Source: an optimization exercise on an open RTL-to-GDS flow (aim: a short achievable clock period and few clock cycles per item). Production flows keep margins and buffers that such runs may drop.
Function was checked by simulation only, so behaviour that the tests miss may differ from the original.
The clock port is modelled as an ideal driver; clocking choices that lean on that would not hold on a real chip.
Power is estimated from default activity; no workload was simulated.

`flow/design.v`:
```
module mem_arbiter_n #(
  parameter int NUM_CH  = 4,
  parameter int ADDR_W  = 32,
  parameter int LINE_W  = 256,
  parameter int BURST_W = 64
) (
  input  logic                       clk,
  input  logic                       reset_n,
  input  logic [NUM_CH-1:0]          ch_read_i,
  input  logic [NUM_CH-1:0]          ch_write_i,
  input  logic [NUM_CH*ADDR_W-1:0]   ch_addr_i,
  input  logic [NUM_CH*LINE_W-1:0]   ch_wline_i,
  output logic [LINE_W-1:0]          ch_rline_o,
  output logic [NUM_CH-1:0]          ch_resp_o,
  output logic                       stall_o,
  input  logic                       resp_i,
  input  logic [BURST_W-1:0]         burst_i,
  output logic [BURST_W-1:0]         burst_o,
  output logic [ADDR_W-1:0]          address_o,
  output logic                       read_o,
  output logic                       write_o
);
  localparam int BEATS = LINE_W / BURST_W;
  localparam int CNT_W = $clog2(BEATS);
  localparam int CH_W  = (NUM_CH > 1) ? $clog2(NUM_CH) : 1;
  localparam int OFF_W = $clog2(LINE_W / 8);
  localparam int LA_W  = ADDR_W - OFF_W;
  localparam int NSRC  = NUM_CH * BEATS;           
  localparam logic [CNT_W-1:0] CNT_LAST = CNT_W'(BEATS - 1);
  logic [NUM_CH-1:0] req;
  assign req = ch_read_i | ch_write_i;
  logic [NUM_CH-1:0] granted_q, req_q, wr_q, resp_q;
  logic              resp_any_q;                     
  logic              nxt_v_q, nxt_wr_q;              
  logic [CH_W-1:0]   nxt_ch_q;
  logic              act_q;                          
  logic              act_wr_q;                       
  logic [CH_W-1:0]   act_ch_q;
  logic [CNT_W-1:0]  cnt_q;                          
  logic [CH_W-1:0]   rr_ptr_q;
  logic [NUM_CH-1:0] granted_d;
  logic              nxt_v_d, nxt_wr_d, act_d, rd_d, wr_d, last_q, last_d, take, xfer;
  logic [CH_W-1:0]   nxt_ch_d, act_ch_d, rr_ptr_d;
  logic [CNT_W-1:0]  cnt_d;
  assign stall_o   = (|req) & ~resp_any_q;
  assign ch_resp_o = resp_q;
  assign last_q    = (cnt_q == CNT_LAST);
  assign xfer      = resp_i && act_q;
  logic [NUM_CH-1:0] elig;
  logic [CH_W-1:0]   choice;
  logic              do_choose;
  assign elig      = req_q & ~granted_q;
  assign do_choose = !nxt_v_q && (|elig);
  int cand;
  always_comb begin
    choice = '0;
    cand   = 0;
    for (int i = NUM_CH - 1; i >= 0; i--) begin
      cand = int'(rr_ptr_q) + i;
      if (cand >= NUM_CH) cand = cand - NUM_CH;
      if (elig[cand[CH_W-1:0]]) choice = cand[CH_W-1:0];
    end
  end
  always_comb begin
    granted_d = granted_q & ~resp_q;
    nxt_v_d   = nxt_v_q;
    nxt_ch_d  = nxt_ch_q;
    nxt_wr_d  = nxt_wr_q;
    act_d     = act_q;
    act_ch_d  = act_ch_q;
    cnt_d     = cnt_q;
    rd_d      = read_o;
    wr_d      = write_o;
    rr_ptr_d  = rr_ptr_q;
    take = act_q ? (resp_i && last_q && nxt_v_q) : nxt_v_q;
    if (take) begin
      act_d    = 1'b1;
      act_ch_d = nxt_ch_q;
      cnt_d    = '0;
      rd_d     = !nxt_wr_q;
      wr_d     = nxt_wr_q;
      nxt_v_d  = 1'b0;
    end else if (xfer) begin
      cnt_d = cnt_q + 1'b1;
      if (last_q) begin
        act_d = 1'b0;
        rd_d  = 1'b0;
        wr_d  = 1'b0;
      end
    end
    if (do_choose) begin
      nxt_v_d           = 1'b1;
      nxt_ch_d          = choice;
      nxt_wr_d          = wr_q[choice];
      granted_d[choice] = 1'b1;
      rr_ptr_d          = (int'(choice) == NUM_CH - 1) ? '0 : choice + 1'b1;
    end
  end
  assign last_d = (cnt_d == CNT_LAST);
  always_ff @(posedge clk or negedge reset_n) begin
    if (!reset_n) begin
      granted_q  <= '0;
      req_q      <= '0;
      wr_q       <= '0;
      resp_q     <= '0;
      resp_any_q <= 1'b0;
      nxt_v_q    <= 1'b0;
      nxt_wr_q   <= 1'b0;
      nxt_ch_q   <= '0;
      act_q      <= 1'b0;
      act_wr_q   <= 1'b0;
      act_ch_q   <= '0;
      cnt_q      <= '0;
      read_o     <= 1'b0;
      write_o    <= 1'b0;
      rr_ptr_q   <= '0;
    end else begin
      granted_q  <= granted_d;
      req_q      <= req & ~granted_q;
      wr_q       <= ch_write_i;
      resp_q     <= (xfer && last_q) ? (NUM_CH'(1) << act_ch_q) : '0;
      resp_any_q <= xfer && last_q;
      nxt_v_q    <= nxt_v_d;
      nxt_wr_q   <= nxt_wr_d;
      nxt_ch_q   <= nxt_ch_d;
      act_q      <= act_d;
      if (take) act_wr_q <= nxt_wr_q;
      act_ch_q   <= act_ch_d;
      cnt_q      <= cnt_d;
      read_o     <= rd_d;
      write_o    <= wr_d;
      rr_ptr_q   <= rr_ptr_d;
    end
  end
  logic [CH_W-1:0]   ch_h, ch_t;
  logic [CNT_W-1:0]  bt_h, bt_t;
  logic [NSRC-1:0]   selb_h_q, selb_t_q;
  logic [NUM_CH-1:0] sela_h_q, sela_t_q;
  always_comb begin
    ch_h = act_d ? act_ch_d : nxt_ch_d;
    bt_h = act_d ? cnt_d : '0;
    ch_t = (act_d && !last_d) ? act_ch_d : nxt_ch_d;
    bt_t = (act_d && !last_d) ? cnt_d + 1'b1 : '0;
  end
  always_ff @(posedge clk) begin
    selb_h_q <= NSRC'(1) << (int'(ch_h) * BEATS + int'(bt_h));
    selb_t_q <= NSRC'(1) << (int'(ch_t) * BEATS + int'(bt_t));
    sela_h_q <= NUM_CH'(1) << ch_h;
    sela_t_q <= NUM_CH'(1) << ch_t;
  end
  logic [BURST_W-1:0] beat_h, beat_t, beat_q;
  logic [LA_W-1:0]    addr_h, addr_t, addr_q;
  always_comb begin
    beat_h = '0;
    beat_t = '0;
    for (int s = 0; s < NSRC; s++) begin
      beat_h = beat_h | ({BURST_W{selb_h_q[s]}} & ch_wline_i[s*BURST_W +: BURST_W]);
      beat_t = beat_t | ({BURST_W{selb_t_q[s]}} & ch_wline_i[s*BURST_W +: BURST_W]);
    end
    addr_h = '0;
    addr_t = '0;
    for (int c = 0; c < NUM_CH; c++) begin
      addr_h = addr_h | ({LA_W{sela_h_q[c]}} & ch_addr_i[c*ADDR_W + OFF_W +: LA_W]);
      addr_t = addr_t | ({LA_W{sela_t_q[c]}} & ch_addr_i[c*ADDR_W + OFF_W +: LA_W]);
    end
  end
  always_ff @(posedge clk) begin
    beat_q <= resp_i ? beat_t : beat_h;
    addr_q <= resp_i ? addr_t : addr_h;
  end
  assign burst_o   = beat_q;
  assign address_o = {addr_q, {OFF_W{1'b0}}};
  localparam int ASM_W = LINE_W - BURST_W;
  logic [BURST_W-1:0] new_beat;
  logic [ASM_W-1:0]   asm_q;
  logic [LINE_W-1:0]  rline_q;
  assign new_beat   = act_wr_q ? beat_h : burst_i;
  assign ch_rline_o = rline_q;
  always_ff @(posedge clk) begin
    if (xfer) asm_q <= {new_beat, asm_q[ASM_W-1:BURST_W]};
    rline_q <= {new_beat, asm_q};
  end
endmodule
```
`flow/flow/run.sh`:
```
#!/bin/bash
# The standard layout (standard synthesis, floorplan, placement, CTS, routing), with
#  - the resizer allowed to swap a cell for any cell of the same function, not only
#    same-footprint ones;
#  - the port buffers made as buf_4 rather than the flow's default buffer;
#  - the delay cells (clkdlybuf4s*, dlygate*, dlymetal*) kept out of placement and routing
#    repairs, which otherwise pick them as fanout and port buffers;
#  - the request pins and stall_o (the one path from inputs straight to an output) kept
#    next to each other on the die edge (flow/pins.tcl, run before pin placement);
#  - a fanout cap for the resizer's repairs (flow/fanout.tcl, run before the first repair);
#  - a second, longer setup repair after clock tree synthesis (flow/post_cts.tcl), and
#    another after global routing (flow/post_grt.tcl).
# Synthesis runs first on its own, unchanged. ORFS writes each step's log under orfs/logs;
# make's own output goes to synth.log and layout.log.
set -e
bash standard.sh synth > synth.log 2>&1
DU=$(make -s -C "$FLOW_HOME" DESIGN_CONFIG=$PWD/config.mk WORK_HOME=$PWD/orfs print-DONT_USE_CELLS | sed -n 's/^DONT_USE_CELLS: //p')
DLY="sky130_fd_sc_hd__clkdlybuf4s15_1 sky130_fd_sc_hd__clkdlybuf4s15_2 sky130_fd_sc_hd__clkdlybuf4s18_1 sky130_fd_sc_hd__clkdlybuf4s18_2 sky130_fd_sc_hd__clkdlybuf4s25_1 sky130_fd_sc_hd__clkdlybuf4s25_2 sky130_fd_sc_hd__clkdlybuf4s50_1 sky130_fd_sc_hd__clkdlybuf4s50_2 sky130_fd_sc_hd__dlygate4sd1_1 sky130_fd_sc_hd__dlygate4sd2_1 sky130_fd_sc_hd__dlygate4sd3_1 sky130_fd_sc_hd__dlymetal6s2s_1 sky130_fd_sc_hd__dlymetal6s4s_1 sky130_fd_sc_hd__dlymetal6s6s_1"
echo "DONT_USE_CELLS=$DU $DLY" > dont_use.log
export PRE_IO_PLACEMENT_TCL=$PWD/flow/pins.tcl
export PRE_RESIZE_TCL=$PWD/flow/fanout.tcl
export POST_CTS_TCL=$PWD/flow/post_cts.tcl
export POST_GLOBAL_ROUTE_TCL=$PWD/flow/post_grt.tcl
bash standard.sh MATCH_CELL_FOOTPRINT=0 "BUFFER_PORTS_ARGS=-buffer_cell sky130_fd_sc_hd__buf_4" "DONT_USE_CELLS=$DU $DLY" finish > layout.log 2>&1
```
`flow/flow/fanout.tcl`:
```
# Cap fanout for the resizer's repairs, so wide selects get buffer trees early.
set_max_fanout 12 [current_design]
```
`flow/flow/pins.tcl`:
```
# Keep the channel request pins and stall_o together, so the stall_o logic sits at the edge.
set_io_pin_constraint -group -order -pin_names {ch_read_i[0] ch_write_i[0] ch_read_i[1] ch_write_i[1] stall_o ch_read_i[2] ch_write_i[2] ch_read_i[3] ch_write_i[3]}
```
`flow/flow/post_cts.tcl`:
```
# A second, longer setup repair after clock tree synthesis, then legalise again.
set_dont_use $::env(DONT_USE_CELLS)
estimate_parasitics -placement
repair_timing -setup -setup_margin 2.4 -repair_tns 100 -max_passes 10000 -verbose
detailed_placement
check_placement -verbose
```
`flow/flow/post_grt.tcl`:
```
# A further setup repair with global-route parasitics, then re-route the changed nets and
# write the route guides again for the detailed router.
set_dont_use $::env(DONT_USE_CELLS)
estimate_parasitics -global_routing
global_route -start_incremental
repair_timing -setup -setup_margin 2.4 -repair_tns 100 -max_passes 10000 -verbose
detailed_placement
global_route -end_incremental -congestion_report_file $::env(REPORTS_DIR)/congestion_post_grt_hook.rpt
check_placement -verbose
estimate_parasitics -global_routing
write_guides $::env(RESULTS_DIR)/route.guide
```
`flow/standard.sh`:
```
#!/bin/bash
# synth_recipe.tcl (not shown) runs the flow's synth.tcl, then flattens the netlist and writes it again
# the make line also repeats each setting of config.mk as NAME=value (left out here)
make -C /OpenROAD-flow-scripts/flow DESIGN_CONFIG=/design/flow/config.mk WORK_HOME=/design/flow/orfs CLKGATE_MAP_FILE= SYNTH_SCRIPT=/design/flow/synth_recipe.tcl "${@:-finish}"
```
`flow/config.mk`:
```
export PLATFORM = sky130hd
export DESIGN_NAME = mem_arbiter_n
export DESIGN_NICKNAME = mem_arbiter_n
export VERILOG_FILES = /design/flow/design.v
export SDC_FILE = /design/flow/constraint.sdc
export NUM_CORES = 4
export LEC_CHECK = 0
export ABC_CLOCK_PERIOD_IN_PS = 2000
export CAP_MARGIN = 20
export CORE_AREA = 10 10 500 500
export DIE_AREA = 0 0 510 510
export SETUP_SLACK_MARGIN = 2.2
export SLEW_MARGIN = 20
```
`flow/constraint.sdc`:
```
create_clock -name core_clock -period 4.5 [get_ports {clk}]
set_input_delay 0.9000 -clock core_clock [delete_from_list [all_inputs] [get_ports {clk}]]
set_output_delay 0.9000 -clock core_clock [all_outputs]
set_load 0.01 [all_outputs]
```
==> results.txt <==
status=complete, no violations; largest net degree at the start of global routing=15; Final Max Slew Viols=0; Worst Path Required=3.60 ns; Post-Syn Area=0.0290 mm^2; met3 layer usage reported by global route=0.160; Slew HR=0.360; die area=0.260 mm^2; Crit Path Max Fanout=2; skew final=0.0569 ns; area share of the largest cell type after synthesis=0.267; Period Utilization, post-route=0.513; post-synth cell types=60; synthesized area per cell=10.2 um^2; Place WS=-1.34 ns; most frequent cell on the critical path=buf_4; hold_ws=0.198 ns; Hold WC Path Type=in2async; CP Launch Type=input pin; Fmax=0.433 GHz; routed length per placed instance=47.5 um; setup TNS=0 ns; Power per Cell Area=723 mW/mm^2; synth top area cells=dfxtp_1 27%, edfxtp_1 20%, a22oi_1 16%; critical path's slowest cell=buf_4; Max-Cap Viols=0; io pins=1586; post-detail-place hpwl=327000 um; Synth async-reset ratio=0.0508; Seq cells post-synth=610; r2r endpoint=beat_q[23]; setup ws final=2.19 ns; routing usage on met1=0.310; critical path class=in2out; Layout Utilization=0.236; critical path endpoint category=output pin; Routed WL=391000 um; initial antenna violation count=338; clock sink total=610; Via Count=43500; area grow syn2layout=93.8%; number of synthesized flops with an enable pin=192; Worst EP arrival=1.41 ns; placed cells=7644; die height=510 um; All-Layer GR Usage=0.279; TritonCTS clock tree=done; Post-route DRC=0; worst slew pin tran=0.960 ns; commonest non-fill, non-tap cell in the layout=buf_4; DRT iter0 DRCs=7194; leakage=22.9 nW; maximum VDD drop=0.000388 V; largest stage delay on the critical path=0.16 ns; Worst-path clk slew=0.06 ns; vias in the first global route=40100; origin of the critical flop-to-flop path=selb_t_q[6]; GRT overflow=0; layout cell share with drive strength beyond 1=0.581; cell count after synthesis=2851; Post-Layout Cell Count=8234; minimum clock period=2.31 ns; met2 Use GR=0.410; gr busiest metal=met2; DRT antenna net count=0; Seq/Total Area, Yosys=0.492; layout net count=6080; global-route wire length before repair=472000 um; Core Rows=179; post-DR vias/cell=5.28; Die Wd=510 um; CP cell instances=buf_4 > nor2_4 > a41oi_2 > buf_4; Synth Flop Type=dfxtp_1; worst-case reg-to-reg path depth=6; GP Congestion=1.03; Ys Warns=1; Synth area leader=dfxtp_1; most frequent cells in the layout=1290 x buf_4, 617 x a22oi_1, 422 x buf_6, 291 x dfxtp_2, 278 x a22o_1; first drt pass iteration count=10; R2R setup slack=2.23 ns; latest clock arrival within the worst-skew pair=0.74 ns; initial core utilization=0.122; Final Hold Viols=0; Core Footprint=0.238 mm^2; Finish-stage setup viols=0; CP startpoint=ch_write_i[0]; port buffer count=1560
[sequential cells by signal (all words and copies together) (netlist names), 4 cells and up]
| register | cells |
|---|---|
| req_q | 4 |
| wr_q | 4 |
| addr_q | 27 |
| granted_q | 4 |
| sela_h_q | 4 |
| asm_q | 192 |
| resp_q | 4 |
| selb_t_q | 16 |
| beat_q | 64 |
| rline_q | 256 |
| sela_t_q | 4 |
| selb_h_q | 16 |
[logic make-up (layout without fill, tap and decap cells)]
family / count (synthesis) / in the layout / synth area share
AO/OA/AOI/OAI: 1275 / 1275 / 0.346
other: 1 / 164 / 0.000129
flip-flops: 610 / 610 / 0.492
adder cells (fa/ha/maj): 6 / 6 / 0.00259
multiplexers: 68 / 68 / 0.0235
AND/OR/NAND/NOR: 582 / 582 / 0.0926
XOR/XNOR: 1 / 1 / 0.000302
buffers and inverters: 308 / 2361 / 0.0420
[power breakdown]
group | internal [mW] | switching, mW | leakage, nW
registers | 8.16 | 1.33 | 5.53
logic | 10.4 | 14.5 | 16.2
clock network | 3.42 | 2.87 | 1.20
total | 22.0 | 18.7 | 22.9
[cell usage after synthesis (3+ instances only)]
cell type,count
buf_1,86
nand3_1,230
inv_1,21
a221oi_1,227
nand4_1,31
a31oi_1,27
mux2i_1,66
a22oi_1,629
a41oi_1,3
ha_1,6
nor2b_1,4
nor3_1,30
edfxtp_1,192
nor4_1,3
nand2_1,28
a21oi_1,68
dfxtp_1,387
nor3b_1,3
buf_4,5
clkbuf_1,170
a22o_1,280
o21ai_0,16
dfrtp_1,31
buf_2,24
nor2_1,238
o21ai_1,3
[cell type report]
type	instances	area [um^2]
tap	3167	3960
multi-input combinational	1937	15600
antenna	159	398
inverter	21	82.6
sequential	610	14800
fill	25900	182000
clock buffer	89	1960
clock inverter	49	515
timing repair buffer	2202	18900
[worst max-delay path: cells and delay by family]
kind	cells	cell delay [ns]
simple gates	1	0.12
buf+inv	2	0.28
compound gates	1	0.11
[worst max path at each step]
stage                             end  slack [ns]  depth (start not counted)
after floorplan             resp_q[1]        0.13                          6
final                         stall_o        2.19                          4
after detailed placement    asm_q[80]       -1.34                          9
after global placement    sela_t_q[0]        1.26                          9
[routing by layer]
layer	routed length, um	vias to the layer above
met2	164000	4678
met5	1350	-
li1	-	15900
met4	28100	212
met3	60500	1460
met1	137000	21200
[metrics by stage]
step | area, um^2 | power [mW]
6_report | 56200 | 40.6
3_5_place_dp | 45500 | 26.8
3_3_place_gp | 44600 | 26.0
2_1_floorplan | 29100 | 16.4
Testbench counts, summed over its fixed seeds: cycles 7,152, items 1,536.

[what the ideal ports hide]
The flow's constraints put no driver on any port. The routed layout listed below was extracted and timed again, unchanged, in two steps.
Step 1: set_driving_cell puts a clkbuf_16 on clk and a buf_2 on each other input, an assumption about the parent block.
Step 2, shift: input delay + t, output delay - t, t = (earliest + latest rising clock arrival at the registers) / 2. This alone moves slack from input paths to output paths.
a / b / c = ideal / step 1 / step 2; a / b = the first two.
shift t [ns]: 0.808
setup WS [ns]: 2.193 / 2.140 / 1.513
clock arrival spread, ns: 0.074 / 0.074
slew at the worst register clock pin (ns): 0.08 / 0.08
worst slew at a driven data input, ns: 0.39
After both steps setup and hold are still met in this run. The setup slack of this run moves by -0.053 ns with the drivers and by -0.680 ns with both steps.
